Source: an optimization exercise on an open RTL-to-GDS flow (aim: small area, a short achievable clock period and few clock cycles per item). Production flows keep margins and buffers that such runs may drop.
Function was checked by simulation only, so behaviour that the tests miss may differ from the original.

==> flow/design.v, too long to show whole: its modules and the start of the top module <==
// module rcc_div_stage: 164 lines
// module rcc_front_a: 48 lines
// module rcc_front_b: 20 lines
// module rgb_cmyk_color_converter_core: 145 lines
// module rcc_recip: 138 lines
// module rcc_black: 95 lines
// module rcc_mul: 586 lines
// module rcc_qest: 60 lines
module rgb_cmyk_color_converter_core (
  input  logic             clk_i,
  input  logic             rst_ni,
  input  logic             start_i,
  output logic             busy_o,
  input  logic [REQ_W-1:0] req_i,
  output logic             done_o,
  output logic [RES_W-1:0] res_o
);
  // ...
==> flow/run.sh <==
#!/bin/bash
# synth_recipe.tcl (not shown) runs the flow's synth.tcl, then flattens the netlist and writes it again
# the make line also repeats each setting of config.mk as NAME=value (left out here)
make -C /OpenROAD-flow-scripts/flow DESIGN_CONFIG=/design/flow/config.mk WORK_HOME=/design/flow/orfs CLKGATE_MAP_FILE= SYNTH_SCRIPT=/design/flow/synth_recipe.tcl finish
==> flow/config.mk <==
export PLATFORM = sky130hd
export DESIGN_NAME = rgb_cmyk_color_converter_core
export DESIGN_NICKNAME = rgb_cmyk_color_converter_core
export VERILOG_FILES = /design/flow/design.v
export SDC_FILE = /design/flow/constraint.sdc
export NUM_CORES = 4
export LEC_CHECK = 0
export CAP_MARGIN = 20
export CORE_MARGIN = 2
export CORE_UTILIZATION = 40
export SETUP_SLACK_MARGIN = 4.6
export SLEW_MARGIN = 20
==> flow/constraint.sdc <==
create_clock -name core_clock -period 8.0 [get_ports {clk_i}]
set_input_delay 1.6000 -clock core_clock [delete_from_list [all_inputs] [get_ports {clk_i}]]
set_output_delay 1.6000 -clock core_clock [all_outputs]
set_load 0.01 [all_outputs]
==> impl.org, run 1 <==
** Outcome
- The run finished with no timing, DRC or antenna violations.

** Yosys
- Dominant combinational cell family by area after synthesis :: XOR/XNOR gates
- Most common cell in the netlist :: sky130_fd_sc_hd__xnor2_1
- Share of synthesized cell area in full adder, half adder and majority cells :: 0.190
- Cell Area, Synth :: 0.0563 mm^2
- Post-Synthesis Net Count :: 7540
- Average cell area after synthesis :: 8.09 um^2

** Setup path
- In this run the worst path has a maximum fanout of 4.
- Across all register-to-register paths, the minimum setup slack is 3.83 ns.
- The number of buffers and inverters on the critical path is 1.
- Arrival time at the worst endpoint :: 4.72 ns
- Crit path max-delay family :: compound AO/OA/AOI/OAI gates
- The endpoint identified for the worst register-to-register timing path is qh4_q[7].
- The critical path is of the reg -> reg type.

** Clock network
- # resized after CTS :: 381
- The clock tree synthesis step divided the H-tree into 3 levels.

** Floorplan
- Horizontal extent of the die :: 379 um
- Starting density of the core :: 0.403
- Core Footprint :: 0.140 mm^2

** Min path
- In this run the worst hold path is classified as reg -> reg.
- The startpoint identified for the worst hold timing path is u3_q[5].
- Min-Delay Path Depth :: 0

** Timing
- Setup violations remaining at the end of the flow were counted as 0.
- On the final layout, the worst hold slack is 0.324 ns.
- At the pin with the least slew margin, the transition time is 1.08 ns.
- Setup repair after global routing could not meet its margin everywhere.

** Cells and area
- The fraction of final cell area spent on non-clock buffers in this run is 0.0575.
- Fraction of final layout cells sized beyond drive strength 1 :: 0.139
- Area Growth Syn to Fin :: 18.5%
- Of the total standard cell area in the layout, the sequential portion is 0.182.

** Route
- DRC :: 0
- In this run the remaining antenna-violating nets after routing total 0.
- Detailed routing placed a total of 11100 um of wire on met3.
- In the detailed route, the total length drawn on met2 is 76200 um.
- Number of vias after detailed routing :: 49700

** GRT
- Grt total ovfl :: 0
- Entering global routing, the biggest net connects 61 pins.

** Place
- Port buffering added 166 buffers.
Testbench counts, summed over its fixed seeds: cycles 16,040, items 16,000.
==> inputs of run 2 (changes only) <==
--- a/flow/config.mk
+++ b/flow/config.mk
@@ -10,3 +10,3 @@
 export CORE_UTILIZATION = 40
-export SETUP_SLACK_MARGIN = 4.6
+export SETUP_SLACK_MARGIN = 3.6
 export SLEW_MARGIN = 20
==> run 2 against run 1 <==
Still clean. Worst setup slack got worse by 0.27 ns. Register-to-register slack got worse by 0.27 ns. Largest cell class unchanged. Highest routed layer unchanged. Non-clock buffer count fell by 132. Count of clock-buffer cells in the layout fell by 1. Final cell count fell by 1.5%. Critical endpoint unchanged.
==> impl.org, run 2 <==
** Cells and area
- Leaving out fill and tap cells, the most frequent cell in the layout is sky130_fd_sc_hd__xnor2_1.
- The largest registers in the layout are p4_q x90, ps3_q x90, pc3_q x87.
- End-of-flow core utilization :: 0.452
- The library cells used most frequently in the layout, excluding fill and tap cells, are sky130_fd_sc_hd__xnor2_1 (1071), sky130_fd_sc_hd__nand2_1 (689), sky130_fd_sc_hd__dfxtp_1 (552).
- Relative to the synthesized area, the layout overhead comes to 12.2%.
- The fraction of layout cells with a size suffix above 1 is 0.0691 (-0.0701).
- # nets final :: 7549
- Final design instance area without fill :: 0.0632 mm^2

** Place
- The congestion estimate from routability-driven global placement came to 0.950.
- Before CTS, the worst setup slack after placement is 2.85 ns.
- Detailed Place HPWL :: 117000 um
- The count of input and output buffers came to 166 (unchanged).
- Placed Area :: 0.0594 mm^2

** Timing
- Worst max-slew margin expressed relative to the limit :: 0.272
- Final clock period utilization by the worst path :: 0.555
- The number of max-slew violations in the final report came to 0.
- Timing would allow up to 0.225 GHz.
- The slew at the pin closest to its max-slew limit was 1.09 ns (+0.00865 ns).
- Minimum clock period :: 4.44 ns
- Clock skew on the completed layout was measured at 0.0253 ns.
- Setup repair after global routing missed its margin :: yes
- Crit path setup slack, layout :: 3.56 ns
- Finish-stage setup viols :: 0 (unchanged)
- Final sum of negative setup slack :: 0 ns
- The final-report hold violation count came to 0.

** Setup path
- STA puts the critical path data required time at 8.54 ns.
- The data arrival time of the critical path was 4.98 ns (+0.26 ns).
- Crit path max-delay family :: compound AO/OA/AOI/OAI gates
- Worst path max stage delay :: 0.48 ns
- STA classifies the critical path startpoint as a flip-flop.
- Worst Setup Path Type :: reg -> reg
- Critical path's slowest cell :: sky130_fd_sc_hd__xor3_1
- The critical path goes through ha_4 > fa_2 > a21o_1 > a21oi_4 > buf_12 > nor2_4 > a22oi_2 > o22ai_2 > xor2_2 > xnor2_2 > xor3_1 > xnor2_1 > xnor2_1 > ha_1 > and3_4 > a31o_4 > o211a_1 > o21a_1 > nor2_1 > xnor2_1.
- In this design, the critical path's most frequently occurring cell is sky130_fd_sc_hd__xnor2_1.
- Maximum fanout along the worst path :: 5 (+1)
- Endpoint class of the critical path :: flip-flop
- Number of buffer and inverter stages on the critical path :: 1 (unchanged)

** Floorplan
- Core Footprint :: 0.140 mm^2 (unchanged)
- The starting density of the core was 0.403 (unchanged).
- The floorplan step defined a die boundary enclosing 0.144 mm^2.
- Measured along the y axis, the die boundary spans 379 um.
- I/O pin cnt :: 168
- Horizontal extent of the die :: 379 um (unchanged)
- Row generation in the floorplan step produced 137 rows.

** Yosys
- Most area-hungry cell type in the Yosys netlist :: sky130_fd_sc_hd__dfxtp_1
- Average cell area after synthesis :: 8.09 um^2 (unchanged)
- Number of flops mapped to enable cells by yosys :: 0
- For this run, the number of Yosys warnings is 4.
- Post-Synthesis Net Count :: 7540 (unchanged)
- The share of the Yosys chip area taken by registers is 0.212.
- Among all flip-flop cells after synthesis, the most frequent one is sky130_fd_sc_hd__dfxtp_1.
- Counting every instance in the synthesized netlist gives 6963.
- Yosys mapped the design onto 96 distinct sky130hd cell types.
- Number of synthesized register bits :: 594
- Share of flip-flops with an asynchronous set or reset :: 0.00842
- Most common cell in the netlist :: sky130_fd_sc_hd__xnor2_1
- The cell area after synthesis came to 0.0563 mm^2 (unchanged).
- Synth cell count leaders :: sky130_fd_sc_hd__xnor2_1 (1089), sky130_fd_sc_hd__nand2_1 (691), sky130_fd_sc_hd__dfxtp_1 (589)
- By area the synthesized netlist is led by sky130_fd_sc_hd__dfxtp_1 (21%), sky130_fd_sc_hd__xnor2_1 (17%), sky130_fd_sc_hd__ha_1 (11%), sky130_fd_sc_hd__maj3_1 (7.5%), sky130_fd_sc_hd__xor2_1 (5.3%).
- Top-area cell type share of the netlist area :: 0.209

** Route
- Amount of wire on met3 after detailed routing :: 11300 um (+1.9%)
- The post-route DRC violation count is 0 (unchanged).
- The highest layer touched by signal routing is met5.
- The first TritonRoute pass finished after 8 iterations.
- Drt via density :: 5.47
- Routed WL :: 162000 um
- The count of nets left with antenna violations after detail routing was 0 (unchanged).
- Post-detailed-route wirelength per cell :: 18.2 um
- The total vias in the final route is 48700 (-1.8%).
- Detailed router's first-iteration violation count :: 4125
- The detailed-routed wire length on met2 came to 72000 um (-5.5%).
- The detailed router put a total of 71800 um of wire on met1.

** Job
- The tool flagged a number of max-cap violations equal to 0.

** GRT
- In the global route stage, overall resource usage came out at 0.218.
- The number of antenna violations at the first check in global routing came to 5.
- The total congestion overflow after global routing is 0 (unchanged).
- The number of global-route vias before repair is 47000.
- The maximum number of pins on one net before global-route repair was 71 (+16%).
- Global-route wire length before repair :: 254000 um

** Clock network
- Clock-pin slew was measured on the worst setup and hold paths at 0.07 ns.
- CTS buffer count :: 72
- The root buffer cell chosen for the clock tree is sky130_fd_sc_hd__clkbuf_16.
- Largest buffer count on any clock path :: 3
- TritonCTS built the clock tree.
- The total number of H-tree levels came to 3 (unchanged).
- Latest clock arrival within the worst-skew pair :: 0.67 ns
- The clock drives 594 sinks.

** Min path
- The tightest min-delay check is of the reg -> reg type.

** Outcome
- Outcome :: finished clean
## run 2: cell counts after synthesis
Identical to the previous run, type by type.
## run 2: repair_timing
item | 4_1_cts | 5_1_grt
resized for setup | 51 | 117
hold buffers | 0 | 0
cloned | 0 | 0
setup buffers | 28 | 35
setup endpoints to repair | 35 | 40
pin swaps | 20 | 57
## run 2: final cells by class
cell class              instances  area, um^2
fillers                     13700       76500
multi-input cells            5632       42300
flip-flops and latches        594       12000
repair buffers                295        2660
well taps                    1876        2350
clock buffers                  89        1970
inverters                     377        1420
clock inverters                42         502
diodes                          2        5.00
## run 2: path summary, 6_finish.rpt
| path | startpoint | end | slack (ns) | depth (start not counted) |
|---|---|---|---|---|
| worst max-delay path | ps3_q[17] | qh4_q[7] | 3.56 | 20 |
| max in group asynchronous | rst_ni | v1_q | 6.66 | 1 |
| worst min register to register | u3_q[4] | u4_q[4] | 0.32 | 0 |
| worst max register to register | ps3_q[17] | qh4_q[7] | 3.56 | 20 |
| min in group asynchronous | rst_ni | v5_q | 1.16 | 1 |
| worst min-delay path | u3_q[4] | u4_q[4] | 0.32 | 0 |
## run 2: logic make-up after synthesis
family,Yosys count,synth area share
flip-flops,594,0.212
multiplexers,33,0.00591
XOR/XNOR,1458,0.232
adder cells (fa/ha/maj),936,0.190
AND/OR/NAND/NOR,1731,0.140
other,1,0.0000666
AO/OA/AOI/OAI,1473,0.169
buffers and inverters,737,0.0517
## run 2: per-layer routing
metal  up-vias  track usage
met3       400       0.0344
met1     22700        0.287
li1      23900            -
met5         -            0
met2      1706        0.353
met4         6       0.0931
## run 2: per-stage QoR
stage | hold slack [ns] | instances
6_report | 0.324 | 8907
5_1_grt | 0.324 | 8905
4_1_cts | 0.322 | 8870
3_5_place_dp | 0.312 | 8711
3_3_place_gp | 0.312 | 8711
2_1_floorplan | 0.310 | 6963
==> inputs of run 3 (changes only) <==
--- a/flow/config.mk
+++ b/flow/config.mk
@@ -10,3 +10,3 @@
 export CORE_UTILIZATION = 40
-export SETUP_SLACK_MARGIN = 3.6
+export SETUP_SLACK_MARGIN = 4.0
 export SLEW_MARGIN = 20
==> run 3 against run 2 <==
Still clean on timing, DRC and antenna. Sequential share of layout area down 0.28 points. Synthesized cell count stayed put. Worst setup slack gained 0.24 ns. Global-route usage up 0.61 points. Die area is the same. Area after synthesis is the same. Final area is 1.9% higher. Critical path depth fell by 1. Largest cell class unchanged.
==> impl.org, run 3 <==
** Clock network
- CTS tree :: built
- H-tree depth reported by CTS :: 3 (unchanged)
- Clk sinks :: 594 (unchanged)
- The deepest clock path buffer count was 3 (unchanged).
- CTS buffer count :: 74 (+2.8%)
- The worst-skew pair later-pin latency was 0.68 ns (about the same).
- Reg clk slew, reported paths :: 0.06 ns (about the same)
- Root buffer selected by CTS :: sky130_fd_sc_hd__clkbuf_16

** Cells and area
- End-of-flow core utilization :: 0.461 (+0.00854)
- Area Growth Syn to Fin :: 14.3%
- The area of all placed cells without fillers was 0.0644 mm^2 (+1.9%).
- The final cell count without fillers came to 8954 (+0.53%).
- Top library cells by usage in the layout, fill and taps aside :: sky130_fd_sc_hd__xnor2_1 (1055), sky130_fd_sc_hd__nand2_1 (686), sky130_fd_sc_hd__dfxtp_1 (535)
- The number of fill cells in the layout is 13600 (-0.61%).
- Multi-input gate area in the final layout :: 0.0430 mm^2 (+1.6%)
- The fraction of layout cells with a size suffix above 1 was 0.0902 (+0.0210).
- Registers with the highest flip-flop counts :: p4_q x90, ps3_q x90, pc3_q x87
- Area used by sequential logic in the layout :: 0.0120 mm^2 (+0.39%)
- The layout net count is 7597 (+0.64%).
- Leaving out fill and tap cells, the most frequent cell in the layout is sky130_fd_sc_hd__xnor2_1.

** Job
- Max-cap violations :: 0 (unchanged)

** Route
- The number of DRC violations after detailed-routing iteration 0 is 3482 (-16%).
- Drt via density :: 5.45 (-0.35%)
- Post-detailed-route wirelength per cell :: 18.5 um (+1.8%)
- Number of iterations in the first detailed-routing pass :: 10 (+2)
- The post-route DRC violation count came to 0 (unchanged).
- Count of nets left with antenna violations after detail routing :: 0 (unchanged)
- The total vias in the final route is 48800 (+0.18%).
- Routed WL :: 165000 um (+2.3%)

** Yosys
- Post-synthesis cell count :: 6963 (unchanged)
- Number of synthesized register bits :: 594 (unchanged)
- Synth Warn # :: 4 (unchanged)
- Post-Synthesis Net Count :: 7540 (unchanged)
- By area the synthesized netlist is led by sky130_fd_sc_hd__dfxtp_1 (21%), sky130_fd_sc_hd__xnor2_1 (17%), sky130_fd_sc_hd__ha_1 (11%), sky130_fd_sc_hd__maj3_1 (7.5%), sky130_fd_sc_hd__xor2_1 (5.3%).
- Sorting the synthesized cells by how often they occur yields sky130_fd_sc_hd__xnor2_1 (1089), sky130_fd_sc_hd__nand2_1 (691), sky130_fd_sc_hd__dfxtp_1 (589).
- Cell Area, Synth :: 0.0563 mm^2 (unchanged)
- Prevailing post-synth register cell :: sky130_fd_sc_hd__dfxtp_1
- Average cell area after synthesis :: 8.09 um^2 (unchanged)
- Top-area cell type share of the netlist area :: 0.209 (unchanged)
- Among all cell types in the netlist, the one instantiated most often is sky130_fd_sc_hd__xnor2_1.
- Number of flops mapped to enable cells by yosys :: 0 (unchanged)
- The part of the Yosys area used for sequential elements is 0.212 (unchanged).
- Share of flip-flops with an asynchronous set or reset :: 0.00842 (unchanged)
- The number of distinct library cells after synthesis is 96 (unchanged).
- Most area-hungry cell type in the Yosys netlist :: sky130_fd_sc_hd__dfxtp_1

** Place
- Detailed Place HPWL :: 119000 um (+1.8%)
- Cell Count Post-Placement :: 8709 (-0.023%)
- The pre-CTS setup slack came to 2.84 ns (-0.00900 ns).
- Final RePlAce weighted congestion :: 0.956 (+0.68%)
- Number of buffer cells added on primary ports :: 166 (unchanged)
- The area after detailed placement is 0.0596 mm^2 (+0.27%).

** GRT
- The met3 track utilization from global routing is 0.0337 (-0.000678).
- The global-route met2 utilization was 0.363 (+0.0101).
- The maximum number of pins on one net before global-route repair is 69 (-2.8%).
- Global router's overall resource usage :: 0.225 (+0.00606)
- Number of global-route vias before repair :: 47500 (+0.91%)
- Number of antenna violations at the first check in global routing :: 7 (+2)
- Global routing's busiest layer :: met2
- Global-route wire length before repair :: 259000 um (+2.1%)
- GR met1 Demand/Resource :: 0.296 (+0.00898)
- Grt total ovfl :: 0 (unchanged)

** Setup path
- The largest fanout of any net on the critical path came to 4 (-1).
- Worst Setup Path Type :: reg -> reg
- Required time worst endpoint :: 8.59 ns (+0.05 ns)
- STA classifies the critical path startpoint as a flip-flop.
- The worst setup path is captured at a flip-flop.
- The data arrival time of the critical path is 4.80 ns (-0.18 ns).

** Floorplan
- The die width is 379 um (unchanged).
- The die extent in y came to 379 um (unchanged).
- Row count :: 137 (unchanged)
- Core Footprint :: 0.140 mm^2 (unchanged)
- The I/O pin count came to 168 (unchanged).
- The die footprint came to 0.144 mm^2 (unchanged).
- Starting density of the core :: 0.403 (unchanged)

** Timing
- Achievable frequency :: 0.238 GHz (+5.6%)
- The clock skew after layout was 0.0377 ns (+0.0124 ns).
- WHS :: 0.325 ns (+0.000764 ns)
- Finish-stage setup viols :: 0 (unchanged)
- Worst max-slew margin expressed relative to the limit :: 0.378 (+0.105)
- The minimum period implied by the final worst setup slack came to 4.21 ns (-0.236 ns).
- The smallest setup slack after layout came to 3.79 ns (+0.236 ns).
- Setup repair after global routing could not meet its margin everywhere.
- The final setup TNS came to 0 ns (unchanged).
- The slew at the pin closest to its max-slew limit is 0.934 ns (-0.154 ns).
- Final clock period utilization by the worst path :: 0.526 (-0.0295)
- Fin. max-slew vios :: 0 (unchanged)
- Number of hold violations in the final report :: 0 (unchanged)

** Outcome
- Outcome :: finished clean

** Min path
- Worst min-delay path category :: reg -> reg
-- run 3: cell type report --
cell class / instances / share of cell area
flip-flops and latches: 594 / 0.187
clock inverters: 37 / 0.00684
repair buffers: 341 / 0.0475
diodes: 2 / 0.0000777
clock buffers: 95 / 0.0327
well taps: 1876 / 0.0365
inverters: 377 / 0.0222
multi-input cells: 5632 / 0.667
-- run 3: path summary, 6_finish.rpt --
| kind | startpoint | to | slack [ns] | depth (start not counted) |
|---|---|---|---|---|
| min in group asynchronous | rst_ni | v5_q | 1.14 | 1 |
| max in group asynchronous | rst_ni | v3_q | 6.67 | 1 |
| worst min-delay path | ps3_q[0] | p4_q[0] | 0.32 | 0 |
| worst max-delay path | pc3_q[17] | qh4_q[7] | 3.79 | 19 |
| worst min register to register | ps3_q[0] | p4_q[0] | 0.32 | 0 |
| worst max register to register | pc3_q[17] | qh4_q[7] | 3.79 | 19 |
-- run 3: cell families (layout without fill, tap and decap cells) --
group / after synthesis / after routing / share of synthesized area
simple gates: 1731 / 1731 / 0.140
compound gates: 1473 / 1473 / 0.169
xor+xnor: 1458 / 1458 / 0.232
fa+ha+maj: 936 / 936 / 0.190
buf+inv: 737 / 850 / 0.0517
flops: 594 / 594 / 0.212
mux: 33 / 33 / 0.00591
other cells: 1 / 3 / 0.0000666
-- run 3: layer usage --
layer | part of all wire | vias to the layer above | wire [um]
li1 | - | 24000 | -
met1 | 0.45 | 22800 | 74600
met2 | 0.44 | 1603 | 73500
met3 | 0.063 | 406 | 10500
met4 | 0.041 | 6 | 6860
met5 | 0.00021 | - | 35
-- run 3: critical path, cell delays in order, from the launching register on --
cell and delay [ns]:
sky130_fd_sc_hd__dfxtp_2 0.33, sky130_fd_sc_hd__ha_4 0.16, sky130_fd_sc_hd__fa_2 0.38, sky130_fd_sc_hd__a21o_1 0.19
sky130_fd_sc_hd__a21oi_4 0.16, sky130_fd_sc_hd__buf_6 0.16, sky130_fd_sc_hd__nor2_4 0.04, sky130_fd_sc_hd__a22oi_2 0.16
sky130_fd_sc_hd__o22ai_2 0.11, sky130_fd_sc_hd__xor2_2 0.18, sky130_fd_sc_hd__xnor2_2 0.23, sky130_fd_sc_hd__xor3_1 0.39
sky130_fd_sc_hd__maj3_2 0.35, sky130_fd_sc_hd__ha_4 0.26, sky130_fd_sc_hd__and3_4 0.16, sky130_fd_sc_hd__a31o_4 0.22
sky130_fd_sc_hd__o211a_1 0.21, sky130_fd_sc_hd__o21a_1 0.18, sky130_fd_sc_hd__nor2_1 0.11, sky130_fd_sc_hd__xnor2_1 0.13
-- run 3: repair_timing --
| item | in CTS | in global routing |
|---|---|---|
| setup endpoints to repair | 83 | 75 |
| hold buffers | 0 | 0 |
| gates cloned | 0 | 0 |
| gates resized for setup | 147 | 147 |
| setup buffers | 53 | 58 |
| pin swaps | 55 | 76 |

-- static timing again, ports no longer ideal --
No port has a modelled driver above. Below, the same layouts with a new extraction and two added sets of constraints. Step 1 sets driving cells, clkbuf_16 on the clock port and buf_2 on the other inputs (assumed; they add their load-dependent delay and slew). Step 2 adds t to the input delays and takes it off the output delays; t is the mean of the earliest and latest rising clock arrival at the registers after step 1. Input paths then give back, and output paths get back, about the clock's delay inside the block. Three values: ideal, step 1, step 2; two values: the first two.
| run | shift t [ns] | slack for setup (ns) | hold WS [ns] | clock arrival spread, ns | cell pins on the clock port's net |
|---|---|---|---|---|---|
| run 1 | 0.760 | 3.825 / 3.825 / 3.825 | 0.324 / 0.324 / 0.324 | 0.036 / 0.037 | 1 |
| run 2 | 0.736 | 3.557 / 3.557 / 3.169 | 0.324 / 0.324 / 0.324 | 0.029 / 0.029 | 1 |
| run 3 | 0.736 | 3.793 / 3.793 / 3.447 | 0.325 / 0.325 / 0.325 | 0.043 / 0.042 | 1 |
After both steps every run listed still meets setup and hold. For run 2, which loses most, drivers alone change the setup slack by 0.000 ns; drivers and shift together by -0.388 ns.
